This is an optimization exercise on Yosys and OpenROAD, whose aim is small area, a short achievable clock period and few clock cycles per item, not a production implementation.
At most, simulation tests tie the RTL to the original design; equivalence was not proved.

==> flow/design.v (excerpt) <==
module affine_stream_top (
  input  logic                                aclk,
  input  logic                                aresetn,
  input  logic [4*16-1:0]   s_tdata,
  input  logic                                s_tvalid,
  output logic                                s_tready,
  input  logic                                s_tlast,
  output logic [3*16-1:0]    m_tdata,
  output logic                                m_tvalid,
  input  logic                                m_tready,
  output logic                                m_tlast
);
  localparam int LW = 16;
  localparam int BW = 4 * 16;
  logic            advance;    
  logic            accept;
  logic            vec_take;
  logic [3*BW-1:0] coef;
  logic            run;
  assign advance  = run;
  assign s_tready = advance;
  assign accept   = s_tvalid & advance;
  frame_loader u_loader (
    .aclk     (aclk),
    .aresetn  (aresetn),
    .s_tdata  (s_tdata),
    .s_tlast  (s_tlast),
    .accept   (accept),
    .vec_take (vec_take),
    .coef     (coef)
  );
  logic [63:0] bv;
  logic [95:0] bdig;
  always_comb begin
    for (int c = 0; c < 4; c++) begin
      for (int k = 0; k < 8; k++) begin
        logic b2, b1, b0;
        b2 = bv[c*16 + 2*k + 1];
        b1 = bv[c*16 + 2*k];
        if (k == 0) b0 = 1'b0;
        else        b0 = bv[c*16 + 2*k - 1];
        bdig[c*8+k]      = b1 ^ b0;                                  
        bdig[32+c*8+k]   = (b2 & ~b1 & ~b0) | (~b2 & b1 & b0);       
        bdig[64+c*8+k]   = b2;                                       
      end
    end
  end
  logic v1_valid, v1_last;
  logic v2_valid, v2_last;
  logic v3_valid, v3_last;
  always_ff @(posedge aclk or negedge aresetn) begin
    if (!aresetn) begin
      v1_valid <= 1'b0;
      v1_last <= 1'b0;
      v2_valid <= 1'b0;
      v2_last <= 1'b0;
      v3_valid <= 1'b0;
      v3_last <= 1'b0;
    end else if (advance) begin
      v1_valid <= vec_take;
      v1_last <= vec_take & s_tlast;
      v2_valid <= v1_valid;
      v2_last <= v1_last;
      v3_valid <= v2_valid;
  ...
For scale: roughly 5300 cells after synthesis, roughly 890 flip-flops, about 120 I/O pins.
clock: 6.3 ns
lec_check: 0
abc_area: 1
cap_margin: 20
core_margin: 2
core_utilization: 50
setup_slack_margin: 2.8
slew_margin: 20
standard.sh (not shown) runs the stock make flow with config.mk's settings and CLKGATE_MAP_FILE= SYNTH_SCRIPT=/design/flow/synth_recipe.tcl, a recipe that flattens the netlist after the stock synthesis.
==> flow/flow/run.sh <==
#!/bin/bash
# The standard layout, with one change to synthesis: Yosys's synth skips
# its quick ABC pass (-noabc) that comes before full adders are extracted, so
# the carry-save trees map onto full-adder cells without inverters between
# them. The final ABC mapping and every later step are the standard flow's own.
# The registers keep the standard synthesis's names and cell types: that
# synthesis runs first, and flow/regnames.py copies its register names over
# (they differ only in Yosys's enable-polarity suffix). If the registers do
# not match, the flow falls back to the standard layout.
set -euo pipefail
W=$(pwd)
R=$W/orfs/results/$FLOW_PLATFORM/affine_stream_top/base

# the standard synthesis, the reference for register names and cell types
bash standard.sh synth > std_synth.log 2>&1
cp "$R/1_2_yosys.v" std_1_2_yosys.v
rm -rf orfs

# this flow's synthesis
sed '1s/-noshare /-noshare -noabc /' synth_recipe.tcl > synth_noabc.tcl
grep -q -- '-nofsm -noshare -noabc' synth_noabc.tcl
sed "s#${W}/synth_recipe.tcl#${W}/synth_noabc.tcl#g" standard.sh > standard_noabc.sh
grep -q synth_noabc.tcl standard_noabc.sh
bash standard_noabc.sh "$R/1_2_yosys.v" > noabc_synth.log 2>&1

if python3 flow/regnames.py std_1_2_yosys.v "$R/1_2_yosys.v" > regnames.log 2>&1; then
  bash standard_noabc.sh > make_flow.log 2>&1
else
  rm -rf orfs
  bash standard.sh > make_flow.log 2>&1
fi
Other scripts of this flow, unchanged in this note and not shown: flow/flow/regnames.py
==> next run, changes <==
CAP_MARGIN = 50   (was 20)
SETUP_SLACK_MARGIN = 3.1   (was 2.8)
SLEW_MARGIN = 60   (was 20)
The new run passed the timing, design-rule and antenna checks; area after synthesis is unchanged; core utilization climbs by 1.5 points; cell area climbs by a few percent; setup slack gains 190 ps; global-route usage climbs by 0.20 points.
==> next run, changes <==
CAP_MARGIN = 20   (was 50)
SLEW_MARGIN = 20   (was 60)
What happened: Setup slack improved by 24 ps. Area after synthesis does not change. First-iteration DRC count came out lower by 2.6%. Non-clock buffer count came out lower by 8. Global-route usage came out higher by 0.29 points. Maximum frequency came out higher by 0.72%. Wire length came out higher by 1.2%.
No functional check of the RTL was part of any run of this note.

## JK
Another version of the RTL of affine_stream_top (not shown whole).
For scale: roughly 4800 cells after synthesis, about 620 flip-flops, about 120 I/O pins, ~0.054 mm^2 of cells after synthesis.
export LEC_CHECK = 0
export ABC_AREA = 1
export CAP_MARGIN = 20
export CORE_MARGIN = 2
export CORE_UTILIZATION = 50
export SETUP_SLACK_MARGIN = 2.5
export SLEW_MARGIN = 20
export TNS_END_PERCENT = 10
create_clock -name core_clock -period 6.3 [get_ports {aclk}]
==> flow/flow/regnames.py <==
#!/usr/bin/env python3
"""regnames.py STD_NETLIST OWN_NETLIST

Give the registers of OWN_NETLIST (this flow's synthesis) the names the
standard synthesis (STD_NETLIST) gave them. Yosys names a register after its
RTL name plus a suffix for its enable and reset polarity, which depends on
how the logic in front of it was optimised; the RTL name part is the same.
Fails, changing nothing, unless both netlists hold the same registers by RTL
name, in the same cell types."""
import re, sys

FLOP = re.compile(r'^(\s*)(sky130_fd_sc_hd__(?:e?dfx|dfr|dfs|dfb|sdf|edf|dl)\w*)\s+(\\\S+|\S+)\s+\(', re.M)
SUFFIX = re.compile(r'^(.*)\$_[A-Z0-9_]+_$')

def regs(text):
    out = {}
    for m in FLOP.finditer(text):
        typ, name = m.group(2), m.group(3)
        raw = name[1:] if name.startswith('\\') else name
        s = SUFFIX.match(raw)
        base = s.group(1) if s else raw
        if base in out:
            sys.exit(f"two registers named {base}")
        out[base] = (typ, name)
    return out

std_t = open(sys.argv[1]).read()
own_t = open(sys.argv[2]).read()
std, own = regs(std_t), regs(own_t)
if set(std) != set(own):
    sys.exit(f"register sets differ: {len(std)} vs {len(own)}, "
             f"e.g. {sorted(set(std) ^ set(own))[:5]}")
bad = [b for b in std if std[b][0] != own[b][0]]
if bad:
    sys.exit(f"cell types differ for {len(bad)} registers, e.g. {bad[:5]}")
ren = {own[b][1]: std[b][1] for b in std if own[b][1] != std[b][1]}

def sub(m):
    name = m.group(3)
    return f"{m.group(1)}{m.group(2)} {ren.get(name, name)} ("
new_t = FLOP.sub(sub, own_t)
if ren:
    # a renamed register's old name must not survive anywhere else
    for old in ren:
        if re.search(re.escape(old) + r'(\s|$)', new_t):
            sys.exit(f"{old} still appears after renaming")
open(sys.argv[2], 'w').write(new_t)
print(f"{len(std)} registers, {len(ren)} renamed")
Scripts as last shown in full above: flow/flow/run.sh
Testbench counts of JK, summed over its fixed seeds: cycles 3,993, items 3,393.
### JK -> MS
# JK
export LEC_CHECK = 0
export ABC_AREA = 1
export CAP_MARGIN = 20
export CORE_MARGIN = 2
export CORE_UTILIZATION = 50
export SETUP_SLACK_MARGIN = 2.5
export SLEW_MARGIN = 20
export TNS_END_PERCENT = 10
create_clock -name core_clock -period 6.3 [get_ports {aclk}]
# MS
export LEC_CHECK = 0
export ABC_AREA = 1
export CAP_MARGIN = 20
export CORE_MARGIN = 2
export CORE_UTILIZATION = 50
export SETUP_SLACK_MARGIN = 2.5
export SLEW_MARGIN = 20
create_clock -name core_clock -period 6.3 [get_ports {aclk}]
==> run summary <==
As far as die boundary height is concerned, JK and MS perform about the same. Maximum frequency up 11 MHz in MS wrt JK. Compared with JK, in MS HPWL after detailed placement saw little to no change, design area +650 um^2. Delta(depth of the critical timing path with buffers and inverters included, MS - JK) > 0. MS vs. JK: routed wire length saw an increase; utilization went up 0.61 points; met3 routing resource usage after global routing lower; final critical-path required period -170 ps.
diff inputs: MS => AL
# MS
export LEC_CHECK = 0
export ABC_AREA = 1
export CAP_MARGIN = 20
export CORE_MARGIN = 2
export CORE_UTILIZATION = 50
export SETUP_SLACK_MARGIN = 2.5
export SLEW_MARGIN = 20
create_clock -name core_clock -period 6.3 [get_ports {aclk}]
# AL
export LEC_CHECK = 0
export ABC_AREA = 1
export CAP_MARGIN = 20
export CORE_MARGIN = 2
export CORE_UTILIZATION = 65
export SETUP_SLACK_MARGIN = 2.5
export SLEW_MARGIN = 20
create_clock -name core_clock -period 6.3 [get_ports {aclk}]
--- outcome ---
For the fraction of final layout cells with drive strength greater than 1, AL came in 0.75 points higher than MS did.
[compare] base=MS new=AL: post-cts sizing count lower; global-route usage has increased.
diff inputs: AL => TR
# AL
export LEC_CHECK = 0
export ABC_AREA = 1
export CAP_MARGIN = 20
export CORE_MARGIN = 2
export CORE_UTILIZATION = 65
export SETUP_SLACK_MARGIN = 2.5
export SLEW_MARGIN = 20
create_clock -name core_clock -period 6.3 [get_ports {aclk}]
# TR
export LEC_CHECK = 0
export ABC_AREA = 1
export CAP_MARGIN = 50
export CORE_MARGIN = 2
export CORE_UTILIZATION = 60
export SETUP_SLACK_MARGIN = 2.6
export SLEW_MARGIN = 60
create_clock -name core_clock -period 6.3 [get_ports {aclk}]
[summary]
Flip-flop and latch share of the layout cell area is lower on TR
Relative to AL, final cycle utilization of the critical path decreased by 1.3 points in TR.
TR ended up with sky130_fd_sc_hd__fa_2 as its standard cell with the maximum stage delay on the critical path; AL ended up with sky130_fd_sc_hd__edfxtp_1.
Across both runs, post-placement cell area was higher for TR than for AL.
Summary of TR over AL: area added between synthesis and finish went up.
Worst endpoint data arrival time: AL and TR compared, higher one is AL
The fraction of cell area in non-clock buffers number comes out higher for TR vs AL.
A timing startpoint of the critical path of u_loader.coef_n[0] is what TR shows, while u_loader.coef_n[51] belongs to AL.

Starting RTL as in the previous note.
Design affine_stream_top, start of the top module:
module affine_stream_top (
  input  logic                                aclk,
  input  logic                                aresetn,
  input  logic [4*16-1:0]   s_tdata,
  input  logic                                s_tvalid,
  output logic                                s_tready,
  input  logic                                s_tlast,
  output logic [3*16-1:0]    m_tdata,
  output logic                                m_tvalid,
  input  logic                                m_tready,
  output logic                                m_tlast
);
Settings: LEC_CHECK=0, ABC_AREA=1, CAP_MARGIN=20, CORE_MARGIN=2, CORE_UTILIZATION=50, SETUP_SLACK_MARGIN=2.5, SLEW_MARGIN=20; clock period 6.3 ns.
==> flow/flow/run.sh <==
#!/bin/bash
# The standard layout, with one change to synthesis: Yosys's synth skips
# its quick ABC pass (-noabc) that comes before full adders are extracted, so
# the carry-save trees map onto full-adder cells without inverters between
# them. The final ABC mapping and every later step are the standard flow's own, except
# that the port buffers are buf_2 cells rather than the delay buffer that
# buffer_ports picks by default (every port still gets its buffer).
# The registers keep the standard synthesis's names and cell types: that
# synthesis runs first, and flow/regnames.py copies its register names over
# (they differ only in Yosys's enable-polarity suffix). If the registers do
# not match, the flow falls back to the standard layout.
set -euo pipefail
W=$(pwd)
R=$W/orfs/results/$FLOW_PLATFORM/affine_stream_top/base

# the standard synthesis, the reference for register names and cell types
bash standard.sh synth > std_synth.log 2>&1
cp "$R/1_2_yosys.v" std_1_2_yosys.v
rm -rf orfs

# this flow's synthesis
sed '1s/-noshare /-noshare -noabc /' synth_recipe.tcl > synth_noabc.tcl
grep -q -- '-nofsm -noshare -noabc' synth_noabc.tcl
sed "s#${W}/synth_recipe.tcl#${W}/synth_noabc.tcl#g" standard.sh > standard_noabc.sh
grep -q synth_noabc.tcl standard_noabc.sh
bash standard_noabc.sh "$R/1_2_yosys.v" > noabc_synth.log 2>&1

if python3 flow/regnames.py std_1_2_yosys.v "$R/1_2_yosys.v" > regnames.log 2>&1; then
  bash standard_noabc.sh "BUFFER_PORTS_ARGS=-buffer_cell sky130_fd_sc_hd__buf_2" finish > make_flow.log 2>&1
else
  rm -rf orfs
  bash standard.sh > make_flow.log 2>&1
fi
Scripts as last shown in full above: flow/flow/regnames.py
The first run completed without violations.
Testbench counts at the start, summed over its fixed seeds: cycles 3,993, items 3,393.
Rerun with:
--- a/flow/flow/run.sh
+++ b/flow/flow/run.sh
@@ -5,3 +5 @@
-# them. The final ABC mapping and every later step are the standard flow's own, except
-# that the port buffers are buf_2 cells rather than the delay buffer that
-# buffer_ports picks by default (every port still gets its buffer).
+# them. The final ABC mapping and every later step are the standard flow's own.
@@ -29 +27 @@
-  bash standard_noabc.sh "BUFFER_PORTS_ARGS=-buffer_cell sky130_fd_sc_hd__buf_2" finish > make_flow.log 2>&1
+  bash standard_noabc.sh > make_flow.log 2>&1
--- a/flow/config.mk
+++ b/flow/config.mk
@@ -8 +7,0 @@
-export ABC_AREA = 1
Effect: Design area shrinks by 2.3%; final cell count falls by 11%; die area decreases by 3.6%; setup slack is worse by 97 ps; core utilization is higher by 0.70 points; via count went down by 7.5%; worst hold slack improved by 48 ps; maximum frequency decreases by 2.5%; first-iteration DRC count came out lower by 0.87%.

## v6
Starting RTL as in the previous note.
==> flow/config.mk <==
export PLATFORM = sky130hd
export DESIGN_NAME = affine_stream_top
export DESIGN_NICKNAME = affine_stream_top
export VERILOG_FILES = /design/flow/design.v
export SDC_FILE = /design/flow/constraint.sdc
export NUM_CORES = 4
export LEC_CHECK = 0
export ABC_AREA = 1
export CAP_MARGIN = 20
export CORE_MARGIN = 2
export CORE_UTILIZATION = 40
export SLEW_MARGIN = 20
==> flow/constraint.sdc <==
create_clock -name core_clock -period 6.3 [get_ports {aclk}]
set_input_delay 1.2600 -clock core_clock [delete_from_list [all_inputs] [get_ports {aclk}]]
set_output_delay 1.2600 -clock core_clock [all_outputs]
set_load 0.01 [all_outputs]
==> flow/flow/run.sh <==
#!/bin/bash
# The standard layout, with one change to synthesis: Yosys's synth skips its
# quick ABC pass (-noabc) before full adders are extracted, so the
# carry-save trees map onto full-adder cells without inverters between
# them. Everything else, the final ABC mapping included, is the standard flow's own.
set -euo pipefail
W=$(pwd)
sed '1s/-noshare /-noshare -noabc /' synth_recipe.tcl > synth_noabc.tcl
grep -q -- '-nofsm -noshare -noabc' synth_noabc.tcl
sed "s#${W}/synth_recipe.tcl#${W}/synth_noabc.tcl#g" standard.sh > standard_noabc.sh
grep -q synth_noabc.tcl standard_noabc.sh
bash standard_noabc.sh > make_flow.log 2>&1
Testbench counts of v6, summed over its fixed seeds: cycles 3,993, items 3,393.
Inputs modified between v6 and v7:
- changing CORE_UTILIZATION from 40 to 50
- setting SETUP_SLACK_MARGIN to 2.5 for the first time
==> flow/run.sh (new file) <==
#!/bin/bash
# synth_recipe.tcl (not shown) runs the flow's synth.tcl, then flattens the netlist and writes it again
# the make line also repeats each setting of config.mk as NAME=value (left out here)
make -C /OpenROAD-flow-scripts/flow DESIGN_CONFIG=/design/flow/config.mk WORK_HOME=/design/flow/orfs CLKGATE_MAP_FILE= SYNTH_SCRIPT=/design/flow/synth_recipe.tcl finish
removed: flow/flow/run.sh
removed: flow/standard.sh
v7 did not stop at any stage, and its layout met the timing, design-rule and antenna checks. Measured against each other, v6 and v7 differ in number of global-route vias before repair, the higher figure coming from v7. In v7 the met2 track demand over resource in global routing turned out 12 points higher than in v6. When v7 is set beside v6, its delay of the slowest cell on the worst path turns out to be 240 ps larger. The final worst hold slack of v6 and that of v7 are within noise of each other.

[what the ideal ports hide]
In the flow no input, the clock included, has a driving cell. The finished layouts below were timed again as built, in two steps.
Step 1, drivers: a clkbuf_16 drives aclk and a buf_2 each remaining input, both assumed.
Step 2 times the ports against the registers' clock, not the clock port: input delays grow and output delays shrink by t, the midpoint of the rising clock arrivals with the driver on.
Slacks: ideal / step 1 / step 2; pairs: ideal / step 1.
run	shift t [ns]	setup WS [ns]	slew at the worst register clock pin (ns)	worst data-port slew with drivers (ns)	pins driven straight from the clock port
the first run of note 1	0.827	2.787 / 2.787 / 2.777	0.07 / 0.07	0.06	1
the second run of note 1	0.806	2.979 / 2.979 / 2.979	0.07 / 0.07	0.06	1
the third run of note 1	0.792	3.003 / 3.003 / 2.450	0.07 / 0.07	0.06	1
JK	0.734	2.289 / 2.289 / 2.114	0.07 / 0.07	0.06	1
MS	0.752	2.457 / 2.457 / 2.062	0.07 / 0.07	0.05	1
AL	0.726	2.457 / 2.457 / 2.023	0.08 / 0.08	0.05	1
TR	0.734	2.538 / 2.538 / 2.490	0.07 / 0.07	0.06	1
the first run of note 3	0.736	2.449 / 2.449 / 2.303	0.07 / 0.07	0.06	1
the second run of note 3	0.720	2.353 / 2.353 / 2.255	0.07 / 0.07	0.11	1
v6	0.786	1.451 / 1.430 / 1.218	0.07 / 0.07	0.07	1
v7	0.754	2.418 / 2.418 / 2.341	0.07 / 0.07	0.05	1
After both steps every run listed still meets setup and hold. The setup slack of the third run of note 1, which loses most, moves by 0.000 ns with the drivers and by -0.553 ns with both steps.
